What follows belongs to an exercise in optimizing a design on an open flow for small area, a short achievable clock period and few clock cycles; a production flow would make more cautious choices. At most, simulation tests tie the RTL to the original design; equivalence was not proved. Power and IR drop assume default switching activity. The clock port is modelled as an ideal driver; clocking choices that lean on that would not hold on a real chip.

Design box3x3_star_detect_top, start of the top module:
module box3x3_star_detect_top (
   input  logic                           clock,
   input  logic                           reset,
   input  logic                           req_valid,
   output logic                           req_ready,
   input  logic [b3sd_pkg::PIX_W-1:0]     req_pixel,
   output logic                           rsp_valid,
   input  logic                           rsp_ready,
   output logic                           rsp_star,
   output logic                           rsp_end_of_row,
   output logic                           rsp_end_of_frame,
   input  logic                           csr_valid,
   output logic                           csr_ready,
   input  logic [b3sd_pkg::CSR_IDX_W-1:0] csr_index,
   input  logic [b3sd_pkg::CSR_DATA_W-1:0] csr_data
);
   localparam int PIX_W  = b3sd_pkg::PIX_W;
   localparam int LVL_W  = b3sd_pkg::LVL_W;
   localparam int VS_W   = 7;    
   localparam int QDEPTH = 2;    
   localparam int CAP    = 3;    
   function automatic logic [10:0] inc11(input logic [10:0] x);
      logic [10:0] p;
      p = x;
      for (int d = 1; d < 11; d = d * 2) begin
         for (int i = 10; i >= d; i--) begin
            p[i] = p[i] & p[i-d];
         end
      end
      inc11 = x ^ {p[9:0], 1'b1};
   endfunction
   function automatic logic carry10(input logic [9:0] a, input logic [9:0] b);
  ...
Size in the first run: about 1,400 flip-flops, roughly 29 I/O pins, about 0.031 mm² of cells after synthesis.
clock: 5.5 ns
lec_check: 0
cap_margin: 20
core_margin: 2
core_utilization: 70
cts_cluster_diameter: 100
cts_cluster_size: 30
setup_slack_margin: 3.2
slew_margin: 20
run.sh (not shown) runs the stock make flow with config.mk's settings and CLKGATE_MAP_FILE= SYNTH_SCRIPT=/design/flow/synth_recipe.tcl, a recipe that flattens the netlist after the stock synthesis.
The starting point completed without violations.
Testbench counts at the start, summed over its fixed seeds: cycles 49,168.
Change:
--- a/flow/config.mk
+++ b/flow/config.mk
@@ -11,2 +11,3 @@
-export CTS_CLUSTER_DIAMETER = 100
-export CTS_CLUSTER_SIZE = 30
+export CTS_BUF_LIST = sky130_fd_sc_hd__clkbuf_8
+export CTS_CLUSTER_DIAMETER = 80
+export CTS_CLUSTER_SIZE = 20
The changed run ran to the end with no violations. Utilization goes down by 0.50 points. Power shrinks by 3.6%. Routed wire length shrinks by 17%. Cell count climbs by 1.1%. Critical path depth fell by 7. Cell area goes down by 0.65%. Clock power shrinks by 12%. Die area is unchanged.

* * *

exp/violet:
Another version of the RTL of box3x3_star_detect_top (not shown whole).
For scale: ~1400 flip-flops, about 29 I/O pins, roughly 0.032 mm^2 of cells after synthesis.
clock: 5.5 ns
lec_check: 0
cap_margin: 20
cell_pad_in_sites_detail_placement: 0
cell_pad_in_sites_global_placement: 0
core_margin: 2
core_utilization: 78
place_density: 0.84
setup_slack_margin: 3.2
slew_margin: 20
standard.sh (not shown) runs the stock make flow with config.mk's settings and CLKGATE_MAP_FILE= SYNTH_SCRIPT=/design/flow/synth_recipe.tcl, a recipe that flattens the netlist after the stock synthesis.
==> flow/flow/run.sh <==
#!/bin/bash
# Standard layout with plain buffers on the ports and no CTS dummy loads.
set -euo pipefail
export BUFFER_PORTS_ARGS="-buffer_cell sky130_fd_sc_hd__buf_2"
export CTS_ARGS="-sink_clustering_enable -repair_clock_nets -dont_use_dummy_load -sink_clustering_size 30 -sink_clustering_max_diameter 100"
bash standard.sh > standard.log 2>&1
exp/violet: aborted in clock tree synthesis (4_1_cts) (tool error)
Testbench counts of exp/violet, summed over its fixed seeds: cycles 49,184.
Relative to exp/violet, the following input files were edited for exp/fjord:
-- flow/config.mk --
<<< exp/violet, line 8
export CAP_MARGIN = 20
export CELL_PAD_IN_SITES_DETAIL_PLACEMENT = 0
export CELL_PAD_IN_SITES_GLOBAL_PLACEMENT = 0
export CORE_MARGIN = 2
export CORE_UTILIZATION = 78
export PLACE_DENSITY = 0.84
export SETUP_SLACK_MARGIN = 3.2
>>> exp/fjord, line 8
export CAP_MARGIN = 20
export CORE_MARGIN = 2
export CORE_UTILIZATION = 82
export CTS_CLUSTER_DIAMETER = 100
export CTS_CLUSTER_SIZE = 30
export SETUP_SLACK_MARGIN = 3.2
==> run summary <==
- As for a clean layout from exp/violet and exp/fjord, there is none.
- exp/violet never completed; the flow aborted with a tool error in clock tree synthesis (4_1_cts).
- Compared with exp/violet, exp/fjord shows initial cell density of the core higher by 4.3 points.
- Diff exp/violet -> exp/fjord: horizontal die dimension lower; overall die height lower; average cell area after synthesis roughly the same; detailed-placement wirelength estimate higher.
- Compared with exp/violet, exp/fjord shows a higher final estimated routing congestion in global placement.
Inputs modified between exp/fjord and exp/garnet:
-- flow/config.mk --
<<< exp/fjord, line 9
export CORE_MARGIN = 2
export CORE_UTILIZATION = 82
export CTS_CLUSTER_DIAMETER = 100
export CTS_CLUSTER_SIZE = 30
export SETUP_SLACK_MARGIN = 3.2
>>> exp/garnet, line 9
export CORE_MARGIN = 2
export CORE_UTILIZATION = 80
export PLACE_DENSITY = 0.86
export SETUP_SLACK_MARGIN = 3.2
Results
As for a clean layout from exp/fjord and exp/garnet, there is none.
exp/garnet did not finish; the tool stopped in detailed placement (3_5_place_dp) with error DPL-0033.
Re synthesized area: no difference whatsoever between exp/garnet and exp/fjord.
Diff exp/fjord -> exp/garnet: proportion of synthesized area in mux cells about even; average size of a mapped cell about even; synthesized cell count about even; chip width rose 1.2%.
Going from exp/fjord to exp/garnet, standard-cell row count higher; final weighted congestion of routability-driven global placement lower; total half-perimeter wirelength after legalization and detailed placement lower; post-synthesis share of cell area spent on and, or, nand and nor gates roughly the same; count of different cell masters after synthesis roughly the same.
| starting utilization of the core area | lower: exp/garnet |
Inputs modified between exp/garnet and exp/yarrow:
-- flow/config.mk --
<<< exp/garnet, line 9
export CORE_MARGIN = 2
export CORE_UTILIZATION = 80
export PLACE_DENSITY = 0.86
export SETUP_SLACK_MARGIN = 3.2
>>> exp/yarrow, line 9
export CORE_MARGIN = 2
export CORE_UTILIZATION = 70
export CTS_CLUSTER_DIAMETER = 100
export CTS_CLUSTER_SIZE = 30
export SETUP_SLACK_MARGIN = 3.2
--- outcome ---
exp/yarrow finished every step from synthesis to the final layout, and the layout passed the timing, DRC and antenna checks. | cell area after synthesis | exp/yarrow vs exp/garnet | ≈ equal |. exp/yarrow vs. exp/garnet: placed wire-length estimate lost about 43%, distinct cell type count of the synthesized netlist neither gained nor lost much. Overall die width, exp/garnet and exp/yarrow: lower on exp/garnet. Across both runs, number of rows created at floorplan was higher for exp/yarrow than for exp/garnet.

* * *

Starting RTL as in the previous note.
Settings: LEC_CHECK=0, CAP_MARGIN=20, CORE_MARGIN=2, CORE_UTILIZATION=82, CTS_CLUSTER_DIAMETER=70, CTS_CLUSTER_SIZE=36, SETUP_SLACK_MARGIN=3.2, SLEW_MARGIN=20; clock period 5.5 ns.
==> flow/flow/run.sh <==
#!/bin/bash
# Standard layout with plain buffers on the ports and no CTS dummy loads.
set -euo pipefail
export BUFFER_PORTS_ARGS="-buffer_cell sky130_fd_sc_hd__buf_2"
export CTS_ARGS="-sink_clustering_enable -repair_clock_nets -dont_use_dummy_load -sink_clustering_size 36 -sink_clustering_max_diameter 70"
bash standard.sh > standard.log 2>&1
The baseline failed in detailed placement, error DPL-0033.
Testbench counts at the start, summed over its fixed seeds: cycles 49,184.
Next try:
--- a/flow/config.mk
+++ b/flow/config.mk
@@ -9,5 +9,4 @@
 export CORE_MARGIN = 2
-export CORE_UTILIZATION = 82
-export CTS_CLUSTER_DIAMETER = 70
-export CTS_CLUSTER_SIZE = 36
+export CORE_UTILIZATION = 80
+export PLACE_DENSITY = 0.86
 export SETUP_SLACK_MARGIN = 3.2
Result: The changed run stopped in detailed placement on DPL-0033; synthesized cell count is unchanged; area after synthesis is unchanged.

* * *

Setup of lane 1:
Another version of the RTL of box3x3_star_detect_top (not shown whole).
For scale: roughly 1900 cells after synthesis, about 1400 flip-flops.
==> flow/config.mk <==
export PLATFORM = sky130hd
export DESIGN_NAME = box3x3_star_detect_top
export DESIGN_NICKNAME = box3x3_star_detect_top
export VERILOG_FILES = /design/flow/design.v
export SDC_FILE = /design/flow/constraint.sdc
export NUM_CORES = 4
export LEC_CHECK = 0
export CAP_MARGIN = 20
export CORE_MARGIN = 2
export CORE_UTILIZATION = 70
export CTS_CLUSTER_DIAMETER = 100
export CTS_CLUSTER_SIZE = 30
export SETUP_SLACK_MARGIN = 3.2
export SLEW_MARGIN = 20
==> flow/constraint.sdc <==
create_clock -name core_clock -period 5.5 [get_ports {clock}]
set_input_delay 1.1000 -clock core_clock [delete_from_list [all_inputs] [get_ports {clock}]]
set_output_delay 1.1000 -clock core_clock [all_outputs]
set_load 0.01 [all_outputs]
==> flow/flow/run.sh <==
#!/bin/bash
# Standard layout with plain buffers on the ports and no CTS dummy loads.
set -euo pipefail
export BUFFER_PORTS_ARGS="-buffer_cell sky130_fd_sc_hd__buf_2"
export CTS_ARGS="-sink_clustering_enable -repair_clock_nets -dont_use_dummy_load -sink_clustering_size 28 -sink_clustering_max_diameter 60"
bash standard.sh > standard.log 2>&1
Inputs modified between lane 1 and lane 2:
==> flow/flow/run.sh <==
#!/bin/bash
# Standard layout with plain buffers on the ports and no CTS dummy loads.
set -euo pipefail
export BUFFER_PORTS_ARGS="-buffer_cell sky130_fd_sc_hd__buf_2"
export CTS_ARGS="-sink_clustering_enable -repair_clock_nets -dont_use_dummy_load -sink_clustering_size 30 -sink_clustering_max_diameter 100"
bash standard.sh > standard.log 2>&1
==> run summary <==
- Lane 2 finished end to end and its layout was clean on timing, DRC and antenna.
- Delta(design area, lane 2 - lane 1) < 0
- Between lane 1 and lane 2, the multi-input logic portion of the cell area figures differ only marginally.
- Lane 2 vs. lane 1: worst-case clock skew dropped 0.036 ns, clock power share -0.9 points, layout-stage area growth over the synthesis result now smaller.
- Total power, lane 1 and lane 2, higher one = lane 1.
No functional check of the RTL was part of any run of this note.

* * *

Setup of job 101:
Another version of the RTL of box3x3_star_detect_top (not shown whole).
Size: about 2000 cells after synthesis, about 1400 flip-flops.
## box3x3_star_detect_top
module box3x3_star_detect_top (
   input  logic                           clock,
   input  logic                           reset,
   input  logic                           req_valid,
   output logic                           req_ready,
   input  logic [b3sd_pkg::PIX_W-1:0]     req_pixel,
   output logic                           rsp_valid,
   input  logic                           rsp_ready,
   output logic                           rsp_star,
   output logic                           rsp_end_of_row,
   output logic                           rsp_end_of_frame,
   input  logic                           csr_valid,
   output logic                           csr_ready,
   input  logic [b3sd_pkg::CSR_IDX_W-1:0] csr_index,
   input  logic [b3sd_pkg::CSR_DATA_W-1:0] csr_data
);
export LEC_CHECK = 0
export CAP_MARGIN = 20
export CORE_MARGIN = 2
export CORE_UTILIZATION = 70
export PLACE_DENSITY = 0.72
export SETUP_SLACK_MARGIN = 3.35
export SLEW_MARGIN = 20
create_clock -name core_clock -period 5.5 [get_ports {clock}]
==> flow/flow/run.sh <==
#!/bin/bash
# Standard layout with plain buffers on the ports and no CTS dummy loads.
set -euo pipefail
export BUFFER_PORTS_ARGS="-buffer_cell sky130_fd_sc_hd__buf_2"
export CTS_ARGS="-sink_clustering_enable -repair_clock_nets -dont_use_dummy_load -sink_clustering_size 30 -sink_clustering_max_diameter 100"
bash standard.sh > standard.log 2>&1
Testbench counts of job 101, summed over its fixed seeds: cycles 49,192.
The inputs of job 102 differ from those of job 101 as listed below.
- CTS_CLUSTER_DIAMETER: unset -> 100
- SETUP_SLACK_MARGIN: 3.35 -> 3.2
- PLACE_DENSITY: 0.72 -> unset
- CTS_CLUSTER_SIZE: unset -> 30
Results
Going from job 101 to job 102, combinational-cell power consumption was more or less identical; number of vias in the routed layout up 80; total met2 wirelength after detailed routing saw a decrease; average wire per cell in the routed design roughly the same; shortest period the worst path allows rose by 6.9 ps.
Job 102 vs job 101 on share of cells above drive strength 1: job 102 is the lower one.
--- input diff job 102..job 103 ---
- a deleted CTS_CLUSTER_DIAMETER that had been 100
- an added PLACE_DENSITY of 0.72
- a deleted CTS_CLUSTER_SIZE that had been 30
--- outcome ---
- The number of global-route vias before repair reported for job 103 is greater than that of job 102 by 189.
- Highest attainable clock frequency (higher): job 103
- The final core utilization was comparable across job 102 and job 103.
- Higher final critical path time including I/O delays and setup goes to job 102 over job 103.
- Job 102 and job 103 ended up with roughly the same internal power of the cells.
- There was hardly any difference in clock-buffer cell count between job 102 and job 103.
- Status: filler-free cell count of the finished design parity (job 102, job 103)
- Job 103 and job 102 ended up with roughly the same sequential share of layout area.
- The power was comparable across job 102 and job 103.

==> static timing again, ports no longer ideal <==
How much do the figures lean on ideal ports? The routed layouts below were timed once more, with nothing changed but the port constraints. Step 1 (the two cells are an assumption about what drives the block):
set clk [get_ports {clock}]
set_driving_cell -lib_cell sky130_fd_sc_hd__clkbuf_16 $clk
set_driving_cell -lib_cell sky130_fd_sc_hd__buf_2 [delete_from_list [all_inputs] $clk]
Step 2 also shifts input and output timing later by t, the mid clock arrival at the registers, as if the neighbouring blocks saw the same clock. a / b / c = ideal / step 1 / step 2; a / b = the first two.
run	t (ns)	setup slack, ns	worst hold slack (ns)	worst slew at a driven data input, ns
the first run of note 1	0.678	3.201 / 3.198 / 2.561	0.321 / 0.321 / 0.321	0.05
the second run of note 1	0.730	3.163 / 3.112 / 2.480	0.311 / 0.311 / 0.311	0.05
exp/yarrow	0.666	3.263 / 3.206 / 2.682	0.287 / 0.287 / 0.287	0.12
lane 1	0.669	3.267 / 3.208 / 2.659	0.281 / 0.281 / 0.281	0.08
lane 2	0.665	3.270 / 3.212 / 2.745	0.310 / 0.310 / 0.310	0.06
job 101	0.672	3.318 / 3.261 / 2.820	0.270 / 0.270 / 0.270	0.07
job 102	0.670	3.312 / 3.253 / 2.777	0.271 / 0.271 / 0.271	0.08
job 103	0.666	3.320 / 3.261 / 2.777	0.298 / 0.298 / 0.298	0.11
After both steps setup and hold are still met in every run listed. The setup slack of the second run of note 1, which loses most, moves by -0.051 ns with the drivers and by -0.683 ns with both steps.
